Background: an optimization exercise with open tools, aiming at small area, a short achievable clock period and few clock cycles per item. Do not read the settings as production practice.
At most, simulation tests tie the RTL to the original design; equivalence was not proved.
Power is estimated from default activity; no workload was simulated.

==> job 3143 <==
// priority_button_rule_resolver
module priority_button_rule_resolver
#(
  parameter int NUM_RULES = pbr_pkg::NUM_RULES_DEF
) (
  input  logic                  clk,
  input  logic                  rst_n,
  input  logic                  in_tvalid,
  output logic                  in_tready,
  input  logic [pbr_pkg::IN_DATA_W-1:0]  in_tdata,
  input  logic [0:0]            in_tuser,
  output logic                  out_tvalid,
  input  logic                  out_tready,
  output logic [pbr_pkg::OUT_DATA_W-1:0] out_tdata,
  input  logic                  cfg_we,
  input  logic [pbr_pkg::CFG_IDX_W-1:0]  cfg_index,
  input  logic [pbr_pkg::CFG_DATA_W-1:0] cfg_wdata
);
  logic        custom_en;
  logic [7:0]  custom_l, custom_n, custom_r;
  logic [7:0]  default_l, default_n, default_r;
  logic [15:0] known;
  always_ff @(posedge clk) begin
    if (!rst_n) begin
      custom_en <= 1'b0;
      custom_l  <= 8'd0;
      custom_n  <= 8'd128;
      custom_r  <= 8'd255;
      default_l <= 8'd0;
      default_n <= 8'd128;
      default_r <= 8'd255;
      known     <= 16'hFFFF;
    end else if (cfg_we) begin
      case (cfg_index)
        3'd0: custom_en <= cfg_wdata[0];
        3'd1: custom_l  <= cfg_wdata[7:0];
        3'd2: custom_n  <= cfg_wdata[7:0];
        3'd3: custom_r  <= cfg_wdata[7:0];
        3'd4: default_l <= cfg_wdata[7:0];
        3'd5: default_n <= cfg_wdata[7:0];
        3'd6: default_r <= cfg_wdata[7:0];
        default: known  <= cfg_wdata;
      endcase
    end
  end
  logic s0_v, out_v;
  logic out_adv, s0_adv, acc, acc_wr, acc_lk;
  assign out_adv   = !out_v || out_tready;
  assign s0_adv    = !s0_v || out_adv;
  assign in_tready = s0_adv;
  assign acc       = in_tvalid && s0_adv;
  assign acc_wr    = acc && in_tuser[0];
  assign acc_lk    = acc && !in_tuser[0];
  logic [7:0]        fire;
  logic [63:0]       prio;
  logic [127:0]      outs;
  logic [15:0]       form;
  logic [7:0]        needs;
  logic [127:0]      pos;
  for (genvar g = 0; g < 8; g++) begin : g_cell
    pbr_cell u_cell (
      .clk     (clk),
      .rst_n   (rst_n),
      .we      (acc_wr && (in_tdata[2:0] == 3'(g))),
      .wdata   (in_tdata),
      .buttons (in_tdata[86:71]),
      .fire    (fire[g]),
      .prio    (prio[g*8 +: 8]),
      .outs    (outs[g*16 +: 16]),
      .form    (form[g*2 +: 2]),
      .needs   (needs[g]),
  ...
==> flow/config.mk <==
export PLATFORM = sky130hd
export DESIGN_NAME = priority_button_rule_resolver
export DESIGN_NICKNAME = priority_button_rule_resolver
export VERILOG_FILES = /design/flow/design.v
export SDC_FILE = /design/flow/constraint.sdc
export NUM_CORES = 4
export LEC_CHECK = 0
export CAP_MARGIN = 20
export CORE_MARGIN = 2
export CORE_UTILIZATION = 40
export SETUP_SLACK_MARGIN = 0.15
export SLEW_MARGIN = 20
==> flow/constraint.sdc <==
create_clock -name core_clock -period 4.5 [get_ports {clk}]
set_input_delay 0.9000 -clock core_clock [delete_from_list [all_inputs] [get_ports {clk}]]
set_output_delay 0.9000 -clock core_clock [all_outputs]
set_load 0.01 [all_outputs]
run.sh (not shown) runs the stock make flow with config.mk's settings and CLKGATE_MAP_FILE= SYNTH_SCRIPT=/design/flow/synth_recipe.tcl, a recipe that flattens the netlist after the stock synthesis.
==> job 8965 (differences from job 3143) <==
==> flow/design.v (replaced) <==
package pbr_pkg;
  localparam int NUM_RULES_DEF = 8;
  localparam int IDX_W         = 3;
  localparam int MASK_W        = 16;
  localparam int PRIO_W        = 8;
  localparam int COORD_W       = 8;
  localparam int FORM_W        = 2;
  localparam int KEY_W         = 8;
  localparam int CFG_IDX_W     = 3;
  localparam int CFG_DATA_W    = 16;
  localparam int IN_DATA_W     = 96;
  localparam int OUT_DATA_W    = 56;
  localparam logic [2:0] ST_RESOLVED    = 3'd0;
  localparam logic [2:0] ST_NO_MATCH    = 3'd1;
  localparam logic [2:0] ST_AMBIGUOUS   = 3'd2;
  localparam logic [2:0] ST_BAD_OUTPUTS = 3'd3;
  localparam logic [2:0] ST_BAD_POLICY  = 3'd4;
  localparam logic [2:0] ST_BAD_KEY     = 3'd5;
  localparam logic [2:0] ST_BAD_FORM    = 3'd6;
endpackage
module pbr_cell (
  input  logic        clk,
  input  logic        rst_n,
  input  logic        we0,
  input  logic        w_en,
  input  logic [15:0] w_trig,
  input  logic [15:0] buttons,
  output logic        fire,
  input  logic        we1,
  input  logic [7:0]  w_prio,
  input  logic [15:0] w_outs,
  input  logic [1:0]  w_form,
  input  logic        w_needs,
  input  logic [15:0] w_pos,
  input  logic [15:0] known,
  output logic [7:0]  prio,
  output logic [15:0] outs,
  output logic [1:0]  form,
  output logic        needs,
  output logic [15:0] pos,
  output logic        stray
);
  logic        live_r;
  logic [15:0] trig_r;
  always_ff @(posedge clk) begin
    if (!rst_n)   live_r <= 1'b0;
    else if (we0) live_r <= w_en && (w_trig != 16'd0);
  end
  always_ff @(posedge clk) begin
    if (we0) trig_r <= w_trig;
  end
  assign fire = live_r && ((buttons & trig_r) == trig_r);
  always_ff @(posedge clk) begin
    if (we1) begin
      prio  <= w_prio;
      outs  <= w_outs;
      form  <= w_form;
      needs <= w_needs;
      pos   <= w_pos;
    end
  end
  always_ff @(posedge clk) begin
    stray <= |(outs & ~known);
  end
endmodule
module pbr_pick (
  input  logic [7:0]        fire,
  input  logic [63:0]       ge,
  input  logic [63:0]       eq,
  output logic [7:0]        win,
  output logic              amb
);
  logic [7:0] ambi;
  always_comb begin
    for (int i = 0; i < 8; i++) begin
      logic blk;
      logic tie;
      blk = 1'b0;
      tie = 1'b0;
      for (int j = 0; j < 8; j++) begin
        if (j < i) blk = blk | (fire[j] & ge[j*8+i]);
        if (j > i) begin
          blk = blk | (fire[j] & ~ge[i*8+j]);
          tie = tie | (fire[j] & eq[i*8+j]);
        end
      end
      win[i]  = fire[i] & ~blk;
      ambi[i] = tie;
    end
  end
  assign amb = |(win & ambi);
endmodule
module pbr_out (
  input  logic [7:0]        win,
  input  logic              amb,
  input  logic [7:0]        kx,        
  input  logic              badkey,
  input  logic [63:0]       prio,
  input  logic [127:0]      outs,
  input  logic [127:0]      pos,
  input  logic [15:0]       form,
  input  logic [7:0]        needs,
  input  logic [7:0]        stray,
  input  logic [15:0]       known,
  output logic [54:0]       res
);
  logic        found;
  logic [2:0]  sel;
  logic [7:0]  w_prio;
  logic [15:0] w_outs;
  logic [15:0] w_pos;
  logic [1:0]  w_form;
  logic        w_needs;
  logic        w_stray;
  assign found = |win;
  assign sel   = {|(win & 8'hF0), |(win & 8'hCC), |(win & 8'hAA)};
  always_comb begin
    w_prio  = '0;
    w_outs  = '0;
    w_pos   = '0;
    w_form  = '0;
    w_needs = 1'b0;
    w_stray = 1'b0;
    for (int i = 0; i < 8; i++) begin
      w_prio  = w_prio  | ({8{win[i]}}  & prio[i*8 +: 8]);
      w_outs  = w_outs  | ({16{win[i]}} & outs[i*16 +: 16]);
      w_pos   = w_pos   | ({16{win[i]}} & pos[i*16 +: 16]);
      w_form  = w_form  | ({2{win[i]}}  & form[i*2 +: 2]);
      w_needs = w_needs | (win[i] & needs[i]);
      w_stray = w_stray | (win[i] & stray[i]);
    end
  end
  logic [2:0]  status;
  logic [15:0] bits, detail;
  logic [7:0]  x, y;
  always_comb begin
    status = pbr_pkg::ST_NO_MATCH;
    bits   = '0;
    detail = '0;
    x      = '0;
    y      = '0;
    if (found) begin
      if (amb) begin
        status = pbr_pkg::ST_AMBIGUOUS;
        detail = {8'd0, w_prio};
      end else begin
        bits = w_outs & known;
        if (w_stray) begin
          status = pbr_pkg::ST_BAD_OUTPUTS;
          detail = w_outs & ~known;
        end else if (w_form == 2'd0) begin
          status = pbr_pkg::ST_RESOLVED;
          x      = w_pos[7:0];
          y      = w_pos[15:8];
        end else if (w_form == 2'd1) begin
          if (!w_needs) begin
            status = pbr_pkg::ST_BAD_POLICY;
          end else if (badkey) begin
            status = pbr_pkg::ST_BAD_KEY;
            detail = {8'd0, kx};
          end else begin
            status = pbr_pkg::ST_RESOLVED;
            x      = kx;
            y      = w_pos[15:8];
          end
        end else begin
          status = pbr_pkg::ST_BAD_FORM;
          detail = {14'd0, w_form};
        end
      end
    end
  end
  assign res = {detail, y, x, bits, sel, found, status};
endmodule
module priority_button_rule_resolver
#(
  parameter int NUM_RULES = pbr_pkg::NUM_RULES_DEF
) (
  input  logic                  clk,
  input  logic                  rst_n,
  input  logic                  in_tvalid,
  output logic                  in_tready,
  input  logic [pbr_pkg::IN_DATA_W-1:0]  in_tdata,
  input  logic [0:0]            in_tuser,
  output logic                  out_tvalid,
  input  logic                  out_tready,
  output logic [pbr_pkg::OUT_DATA_W-1:0] out_tdata,
  input  logic                  cfg_we,
  input  logic [pbr_pkg::CFG_IDX_W-1:0]  cfg_index,
  input  logic [pbr_pkg::CFG_DATA_W-1:0] cfg_wdata
);
  logic        custom_en;
  logic [7:0]  custom_l, custom_n, custom_r;
  logic [7:0]  default_l, default_n, default_r;
  logic [15:0] known;
  always_ff @(posedge clk) begin
    if (!rst_n) begin
      custom_en <= 1'b0;
      custom_l  <= 8'd0;
      custom_n  <= 8'd128;
      custom_r  <= 8'd255;
      default_l <= 8'd0;
      default_n <= 8'd128;
      default_r <= 8'd255;
      known     <= 16'hFFFF;
    end else if (cfg_we) begin
      case (cfg_index)
        3'd0: custom_en <= cfg_wdata[0];
        3'd1: custom_l  <= cfg_wdata[7:0];
        3'd2: custom_n  <= cfg_wdata[7:0];
        3'd3: custom_r  <= cfg_wdata[7:0];
        3'd4: default_l <= cfg_wdata[7:0];
        3'd5: default_n <= cfg_wdata[7:0];
        3'd6: default_r <= cfg_wdata[7:0];
        default: known  <= cfg_wdata;
      endcase
    end
  end
  logic out_v;
  logic adv, acc, acc_wr, acc_lk;
  assign adv       = !out_v || out_tready;
  assign in_tready = adv;
  assign acc       = in_tvalid && adv;
  assign acc_wr    = acc && in_tuser[0];
  assign acc_lk    = acc && !in_tuser[0];
  logic        r1_v, r1_w;
  logic [7:0]  r1_fire;
  logic [7:0]  r1_kx;
  logic        r1_badkey;
  logic [2:0]  r1_k;
  logic [7:0]  r1_prio;
  logic [15:0] r1_outs;
  logic [1:0]  r1_form;
  logic        r1_needs;
  logic [15:0] r1_pos;
  logic [7:0]        fire;
  logic [63:0]       prio;
  logic [127:0]      outs;
  logic [15:0]       form;
  logic [7:0]        needs;
  logic [127:0]      pos;
  logic [7:0]        stray;
  for (genvar g = 0; g < 8; g++) begin : g_cell
    pbr_cell u_cell (
      .clk     (clk),
      .rst_n   (rst_n),
      .we0     (acc_wr && (in_tdata[2:0] == 3'(g))),
      .w_en    (in_tdata[3]),
      .w_trig  (in_tdata[19:4]),
      .buttons (in_tdata[86:71]),
      .fire    (fire[g]),
      .we1     (adv && r1_w && (r1_k == 3'(g))),
      .w_prio  (r1_prio),
      .w_outs  (r1_outs),
      .w_form  (r1_form),
      .w_needs (r1_needs),
      .w_pos   (r1_pos),
      .known   (known),
      .prio    (prio[g*8 +: 8]),
      .outs    (outs[g*16 +: 16]),
      .form    (form[g*2 +: 2]),
      .needs   (needs[g]),
      .pos     (pos[g*16 +: 16]),
      .stray   (stray[g])
    );
  end
  logic [7:0] key;
  logic [7:0] dir_x;
  logic       key_bad;
  assign key = in_tdata[94:87];
  always_comb begin
    key_bad = 1'b0;
    case (key)
      8'd1, 8'd4, 8'd7: dir_x = custom_en ? custom_l : default_l;
      8'd3, 8'd6, 8'd9: dir_x = custom_en ? custom_r : default_r;
      8'd2, 8'd5, 8'd8: dir_x = custom_en ? custom_n : default_n;
      default: begin
        dir_x   = key;
        key_bad = 1'b1;
      end
    endcase
  end
  always_ff @(posedge clk) begin
    if (!rst_n) begin
      r1_v <= 1'b0;
      r1_w <= 1'b0;
    end else if (adv) begin
      r1_v <= acc_lk;
      r1_w <= acc_wr;
    end
  end
  always_ff @(posedge clk) begin
    if (adv) begin
      r1_k      <= in_tdata[2:0];
      r1_prio   <= in_tdata[27:20];
      r1_form   <= in_tdata[29:28];
      r1_needs  <= in_tuser[0] ? in_tdata[46]     : key_bad;
      r1_outs   <= in_tuser[0] ? in_tdata[70:55]  : {dir_x, fire};
      r1_pos    <= {(in_tdata[29:28] == 2'd0) ? in_tdata[45:38] : in_tdata[54:47],
                    in_tdata[37:30]};
    end
  end
  assign r1_fire   = r1_outs[7:0];
  assign r1_kx     = r1_outs[15:8];
  assign r1_badkey = r1_needs;
  logic [7:0] p_gt, p_eq;
  for (genvar g = 0; g < 8; g++) begin : g_cmp
    logic [7:0] a, b, g1, e1;
    logic [3:0] g2, e2;
    logic [1:0] g3, e3;
    assign a  = r1_prio;
    assign b  = prio[g*8 +: 8];
    assign g1 = a & ~b;
    assign e1 = ~(a ^ b);
    for (genvar k = 0; k < 4; k++) begin : g_l2
      assign g2[k] = g1[2*k+1] | (e1[2*k+1] & g1[2*k]);
      assign e2[k] = e1[2*k+1] & e1[2*k];
    end
    for (genvar k = 0; k < 2; k++) begin : g_l3
      assign g3[k] = g2[2*k+1] | (e2[2*k+1] & g2[2*k]);
      assign e3[k] = e2[2*k+1] & e2[2*k];
    end
    assign p_gt[g] = g3[1] | (e3[1] & g3[0]);
    assign p_eq[g] = e3[1] & e3[0];
  end
  logic [63:0] ge_r, eq_r;
  always_ff @(posedge clk) begin
    for (int i = 0; i < 8; i++) begin
      for (int j = 0; j < 8; j++) if (j > i) begin
        if (r1_w && r1_k == 3'(i)) begin
          ge_r[i*8+j] <= p_gt[j] || p_eq[j];
          eq_r[i*8+j] <= p_eq[j];
        end else if (r1_w && r1_k == 3'(j)) begin
          ge_r[i*8+j] <= !p_gt[i];
          eq_r[i*8+j] <= p_eq[i];
        end
      end
    end
  end
  logic [7:0] win;
  logic       amb;
  pbr_pick u_pick (
    .fire (r1_fire),
    .ge   (ge_r),
    .eq   (eq_r),
    .win  (win),
    .amb  (amb)
  );
  logic       r2_v;
  logic [7:0] r2_win;
  logic       r2_amb;
  logic [7:0] r2_kx;
  logic       r2_badkey;
  always_ff @(posedge clk) begin
    if (!rst_n)   r2_v <= 1'b0;
    else if (adv) r2_v <= r1_v;
  end
  always_ff @(posedge clk) begin
    if (adv) begin
      r2_win    <= win;
      r2_amb    <= amb;
      r2_kx     <= r1_kx;
      r2_badkey <= r1_badkey;
    end
  end
  logic [54:0] res_nxt, res_r;
  pbr_out u_out (
    .win    (r2_win),
    .amb    (r2_amb),
    .kx     (r2_kx),
    .badkey (r2_badkey),
    .prio   (prio),
    .outs   (outs),
    .pos    (pos),
    .form   (form),
    .needs  (needs),
    .stray  (stray),
    .known  (known),
    .res    (res_nxt)
  );
  always_ff @(posedge clk) begin
    if (!rst_n)   out_v <= 1'b0;
    else if (adv) out_v <= r2_v;
  end
  always_ff @(posedge clk) begin
    if (adv) res_r <= res_nxt;
  end
  assign out_tvalid = out_v;
  assign out_tdata  = {1'b0, res_r};
endmodule
==> flow/config.mk (replaced) <==
export PLATFORM = sky130hd
export DESIGN_NAME = priority_button_rule_resolver
export DESIGN_NICKNAME = priority_button_rule_resolver
export VERILOG_FILES = /design/flow/design.v
export SDC_FILE = /design/flow/constraint.sdc
export NUM_CORES = 4
export LEC_CHECK = 0
export CAP_MARGIN = 20
export CORE_MARGIN = 2
export CORE_UTILIZATION = 55
export CTS_CLUSTER_DIAMETER = 60
export CTS_CLUSTER_SIZE = 20
export SETUP_SLACK_MARGIN = 2.3
export SLEW_MARGIN = 20
==> job 1401 (differences from job 3143) <==
--- a/flow/design.v
+++ b/flow/design.v
@@ -46,37 +46,20 @@
       outs   <= wdata[70:55];
       pos    <= {(wdata[29:28] == 2'd0) ? wdata[45:38] : wdata[54:47], wdata[37:30]};
     end
   end
   assign fire = live_r && ((buttons & trig_r) == trig_r);
 endmodule
-module pbr_out (
+module pbr_pick (
   input  logic [7:0]        fire,
-  input  logic [63:0]       ge,        
+  input  logic [63:0]       ge,
   input  logic [63:0]       eq,
-  input  logic [7:0]        kx,        
-  input  logic              badkey,
-  input  logic [63:0]       prio,
-  input  logic [127:0]      outs,
-  input  logic [15:0]       form,
-  input  logic [7:0]        needs,
-  input  logic [127:0]      pos,
-  input  logic [7:0]        stray,
-  input  logic [15:0]       known,
-  output logic [54:0]       res
+  output logic [7:0]        win,
+  output logic              amb
 );
-  logic [7:0]  win;
-  logic [7:0]  ambi;
-  logic        found, amb;
-  logic [2:0]  sel;
-  logic [7:0]  w_prio;
-  logic [15:0] w_outs;
-  logic [1:0]  w_form;
-  logic        w_needs;
-  logic [15:0] w_pos;
-  logic        w_stray;
+  logic [7:0] ambi;
   always_comb begin
     for (int i = 0; i < 8; i++) begin
       logic blk;
       logic tie;
       blk = 1'b0;
       tie = 1'b0;
@@ -88,29 +71,43 @@
         end
       end
       win[i]  = fire[i] & ~blk;
       ambi[i] = tie;
     end
   end
-  assign found = |fire;
-  assign amb   = |(win & ambi);
+  assign amb = |(win & ambi);
+endmodule
+module pbr_out (
+  input  logic [7:0]        win,
+  input  logic              amb,
+  input  logic [7:0]        kx,        
+  input  logic              badkey,
+  input  logic [63:0]       prio,
+  input  logic [127:0]      outs,
+  input  logic [127:0]      pos,
+  input  logic              w_stray,   
+  input  logic [1:0]        w_form,    
+  input  logic              w_needs,   
+  input  logic [15:0]       known,
+  output logic [54:0]       res
+);
+  logic        found;
+  logic [2:0]  sel;
+  logic [7:0]  w_prio;
+  logic [15:0] w_outs;
+  logic [15:0] w_pos;
+  assign found = |win;
   assign sel   = {|(win & 8'hF0), |(win & 8'hCC), |(win & 8'hAA)};
   always_comb begin
     w_prio  = '0;
     w_outs  = '0;
-    w_form  = '0;
-    w_needs = 1'b0;
     w_pos   = '0;
-    w_stray = 1'b0;
     for (int i = 0; i < 8; i++) begin
       w_prio  = w_prio  | ({8{win[i]}}  & prio[i*8 +: 8]);
       w_outs  = w_outs  | ({16{win[i]}} & outs[i*16 +: 16]);
-      w_form  = w_form  | ({2{win[i]}}  & form[i*2 +: 2]);
-      w_needs = w_needs | (win[i] & needs[i]);
       w_pos   = w_pos   | ({16{win[i]}} & pos[i*16 +: 16]);
-      w_stray = w_stray | (win[i] & stray[i]);
     end
   end
   logic [2:0]  status;
   logic [15:0] bits, detail;
   logic [7:0]  x, y;
   always_comb begin
@@ -222,43 +219,38 @@
       .outs    (outs[g*16 +: 16]),
       .form    (form[g*2 +: 2]),
       .needs   (needs[g]),
       .pos     (pos[g*16 +: 16])
     );
   end
-  logic       upd_v;
-  logic [2:0] upd_k;
-  logic [7:0] upd_p;
-  always_ff @(posedge clk) begin
-    if (!rst_n) upd_v <= 1'b0;
-    else        upd_v <= acc_wr;
-    upd_k <= in_tdata[2:0];
-    upd_p <= in_tdata[27:20];
-  end
+  logic [2:0] wr_k;
+  logic [7:0] wr_p;
+  assign wr_k = in_tdata[2:0];
+  assign wr_p = in_tdata[27:20];
   logic [7:0] p_gt, p_eq;
   for (genvar g = 0; g < 8; g++) begin : g_cmp
-    assign p_gt[g] = upd_p > prio[g*8 +: 8];
-    assign p_eq[g] = upd_p == prio[g*8 +: 8];
+    assign p_gt[g] = wr_p > prio[g*8 +: 8];
+    assign p_eq[g] = wr_p == prio[g*8 +: 8];
   end
   logic [63:0] ge_r, eq_r;
   always_ff @(posedge clk) begin
     for (int i = 0; i < 8; i++) begin
       for (int j = 0; j < 8; j++) if (j > i) begin
-        if (upd_v && upd_k == 3'(i)) begin
+        if (acc_wr && wr_k == 3'(i)) begin
           ge_r[i*8+j] <= p_gt[j] || p_eq[j];
           eq_r[i*8+j] <= p_eq[j];
-        end else if (upd_v && upd_k == 3'(j)) begin
+        end else if (acc_wr && wr_k == 3'(j)) begin
           ge_r[i*8+j] <= !p_gt[i];
           eq_r[i*8+j] <= p_eq[i];
         end
       end
     end
   end
-  logic [7:0] stray_r;
-  always_ff @(posedge clk) begin
-    for (int i = 0; i < 8; i++) stray_r[i] <= |(outs[i*16 +: 16] & ~known);
+  logic [7:0] stray;
+  for (genvar g = 0; g < 8; g++) begin : g_stray
+    assign stray[g] = |(outs[g*16 +: 16] & ~known);
   end
   logic [7:0] key;
   logic [7:0] dir_x;
   logic       key_bad;
   assign key = in_tdata[94:87];
   always_comb begin
@@ -270,39 +262,68 @@
       default: begin
         dir_x   = key;
         key_bad = 1'b1;
       end
     endcase
   end
-  logic [7:0] s0_fire;
+  logic [7:0] win;
+  logic       amb;
+  pbr_pick u_pick (
+    .fire (fire),
+    .ge   (ge_r),
+    .eq   (eq_r),
+    .win  (win),
+    .amb  (amb)
+  );
+  logic       w_stray;
+  logic [1:0] w_form;
+  logic       w_needs;
+  always_comb begin
+    w_stray = 1'b0;
+    w_form  = '0;
+    w_needs = 1'b0;
+    for (int i = 0; i < 8; i++) begin
+      w_stray = w_stray | (win[i] & stray[i]);
+      w_form  = w_form  | ({2{win[i]}} & form[i*2 +: 2]);
+      w_needs = w_needs | (win[i] & needs[i]);
+    end
+  end
+  logic [7:0] s0_win;
+  logic       s0_amb;
+  logic       s0_stray;
+  logic [1:0] s0_form;
+  logic       s0_needs;
   logic [7:0] s0_kx;
   logic       s0_badkey;
   always_ff @(posedge clk) begin
     if (!rst_n)      s0_v <= 1'b0;
     else if (s0_adv) s0_v <= acc_lk;
   end
   always_ff @(posedge clk) begin
     if (s0_adv) begin
-      s0_fire   <= fire;
+      s0_win    <= win;
+      s0_amb    <= amb;
+      s0_stray  <= w_stray;
+      s0_form   <= w_form;
+      s0_needs  <= w_needs;
       s0_kx     <= dir_x;
       s0_badkey <= key_bad;
     end
   end
   logic [54:0] res_nxt, res_r;
   pbr_out u_out (
-    .fire   (s0_fire),
-    .ge     (ge_r),
-    .eq     (eq_r),
+    .win    (s0_win),
+    .amb    (s0_amb),
     .kx     (s0_kx),
     .badkey (s0_badkey),
     .prio   (prio),
     .outs   (outs),
-    .form   (form),
-    .needs  (needs),
     .pos    (pos),
-    .stray  (stray_r),
+    .w_stray (s0_stray),
+    .w_form  (s0_form),
+    .w_needs (s0_needs),
     .known  (known),
     .res    (res_nxt)
   );
   always_ff @(posedge clk) begin
     if (!rst_n)       out_v <= 1'b0;
     else if (out_adv) out_v <= s0_v;
--- a/flow/config.mk
+++ b/flow/config.mk
@@ -5,8 +5,8 @@
 export SDC_FILE = /design/flow/constraint.sdc
 export NUM_CORES = 4
 export LEC_CHECK = 0
 export CAP_MARGIN = 20
 export CORE_MARGIN = 2
 export CORE_UTILIZATION = 40
-export SETUP_SLACK_MARGIN = 0.15
+export SETUP_SLACK_MARGIN = 2.3
 export SLEW_MARGIN = 20
==> flow_metrics.py <==
metrics = {
    "outcome": {
        "outcome": "complete, no violations",
    },
    "global_routing": {
        "gr-usage-all-layers": 0.312,
    },
    "logic_synthesis": {
        "ys_top_cells_by_area": "edfxtp_1 65%, dfxtp_1 5.7%, a22oi_1 4.1%",
    },
    "place": {
        "place_area_sq_um": 32700,
    },
    "drt": {
        "wl_met3_microns": 7760,
    },
    "pwr": {
        "clockPowerShare": 0.334,
    },
    "clocking": {
        "cts_buffers": 49,
    },
    "cells_and_area": {
        "seq_cells": 732,
        "n_all_buffers": 378,
        "final-nonclk-buf-share": 0.103,
    },
    "die": {
        "tap_cells": 696,
    },
}
Source of the figures above: job 8965

==> flow_metrics.py <==
metrics = {
    "outcome": {
        "outcome": "complete, no violations",
    },
    "die": {
        "tap_cells": 940,
    },
    "global_routing": {
        "gr-usage-all-layers": 0.234,
    },
    "drt": {
        "wl_met3_microns": 6770,
    },
    "cells_and_area": {
        "seq_cells": 695,
    },
    "logic_synthesis": {
        "ys_top_cells_by_area": "edfxtp_1 63%, dfxtp_1 6.7%, nand2_1 3.0%",
    },
}
Source of the figures above: job 3143

==> flow_metrics.py <==
metrics = {
    "logic_synthesis": {
        "ys_top_cells_by_area": "edfxtp_1 64%, dfxtp_1 5.3%, a22oi_1 4.0%",
    },
    "global_routing": {
        "gr-usage-all-layers": 0.236,
    },
    "cells_and_area": {
        "n_all_buffers": 326,
        "final-nonclk-buf-share": 0.0906,
    },
    "pwr": {
        "clockPowerShare": 0.426,
    },
    "clocking": {
        "cts_buffers": 71,
        "clk_latency_ps": 620,
    },
    "outcome": {
        "outcome": "complete, no violations",
    },
    "drt": {
        "wl_met3_microns": 7980,
    },
    "die": {
        "tap_cells": 940,
    },
    "sta": {
        "clock_skew_ps": 22.0,
    },
}
Source of the figures above: job 1401

Testbench counts of job 3143, summed over its fixed seeds: cycles 12,016, items 12,000.
Testbench counts of job 8965, summed over its fixed seeds: cycles 12,024, items 12,000.
No functional check of the RTL was part of job 1401.

separate check: timing with driven ports:
The flow's constraints put no driver on any port. The routed layouts listed below were extracted and timed again, unchanged, in two steps. Step 1 (the two cells are an assumption about what drives the block):
set clk [get_ports {clk}]
set_driving_cell -lib_cell sky130_fd_sc_hd__clkbuf_16 $clk
set_driving_cell -lib_cell sky130_fd_sc_hd__buf_2 [delete_from_list [all_inputs] $clk]
Step 2 adds t to the input delays and takes it off the output delays; t is the mean of the earliest and latest rising clock arrival at the registers after step 1. Input paths then give back, and output paths get back, about the clock's delay inside the block. Slacks: no drivers / after step 1 / after step 2; pairs: no drivers / after step 1.
run	shift t [ns]	setup slack, ns	worst hold slack (ns)
job 3143	0.679	0.638 / 0.638 / 0.638	0.465 / 0.465 / 0.465
job 8965	0.675	2.173 / 2.161 / 1.693	0.467 / 0.467 / 0.467
job 1401	0.678	1.534 / 1.544 / 0.877	0.463 / 0.463 / 0.463
After both steps setup and hold are still met in every run listed. The setup slack of job 1401, which loses most, moves by +0.010 ns with the drivers and by -0.657 ns with both steps.
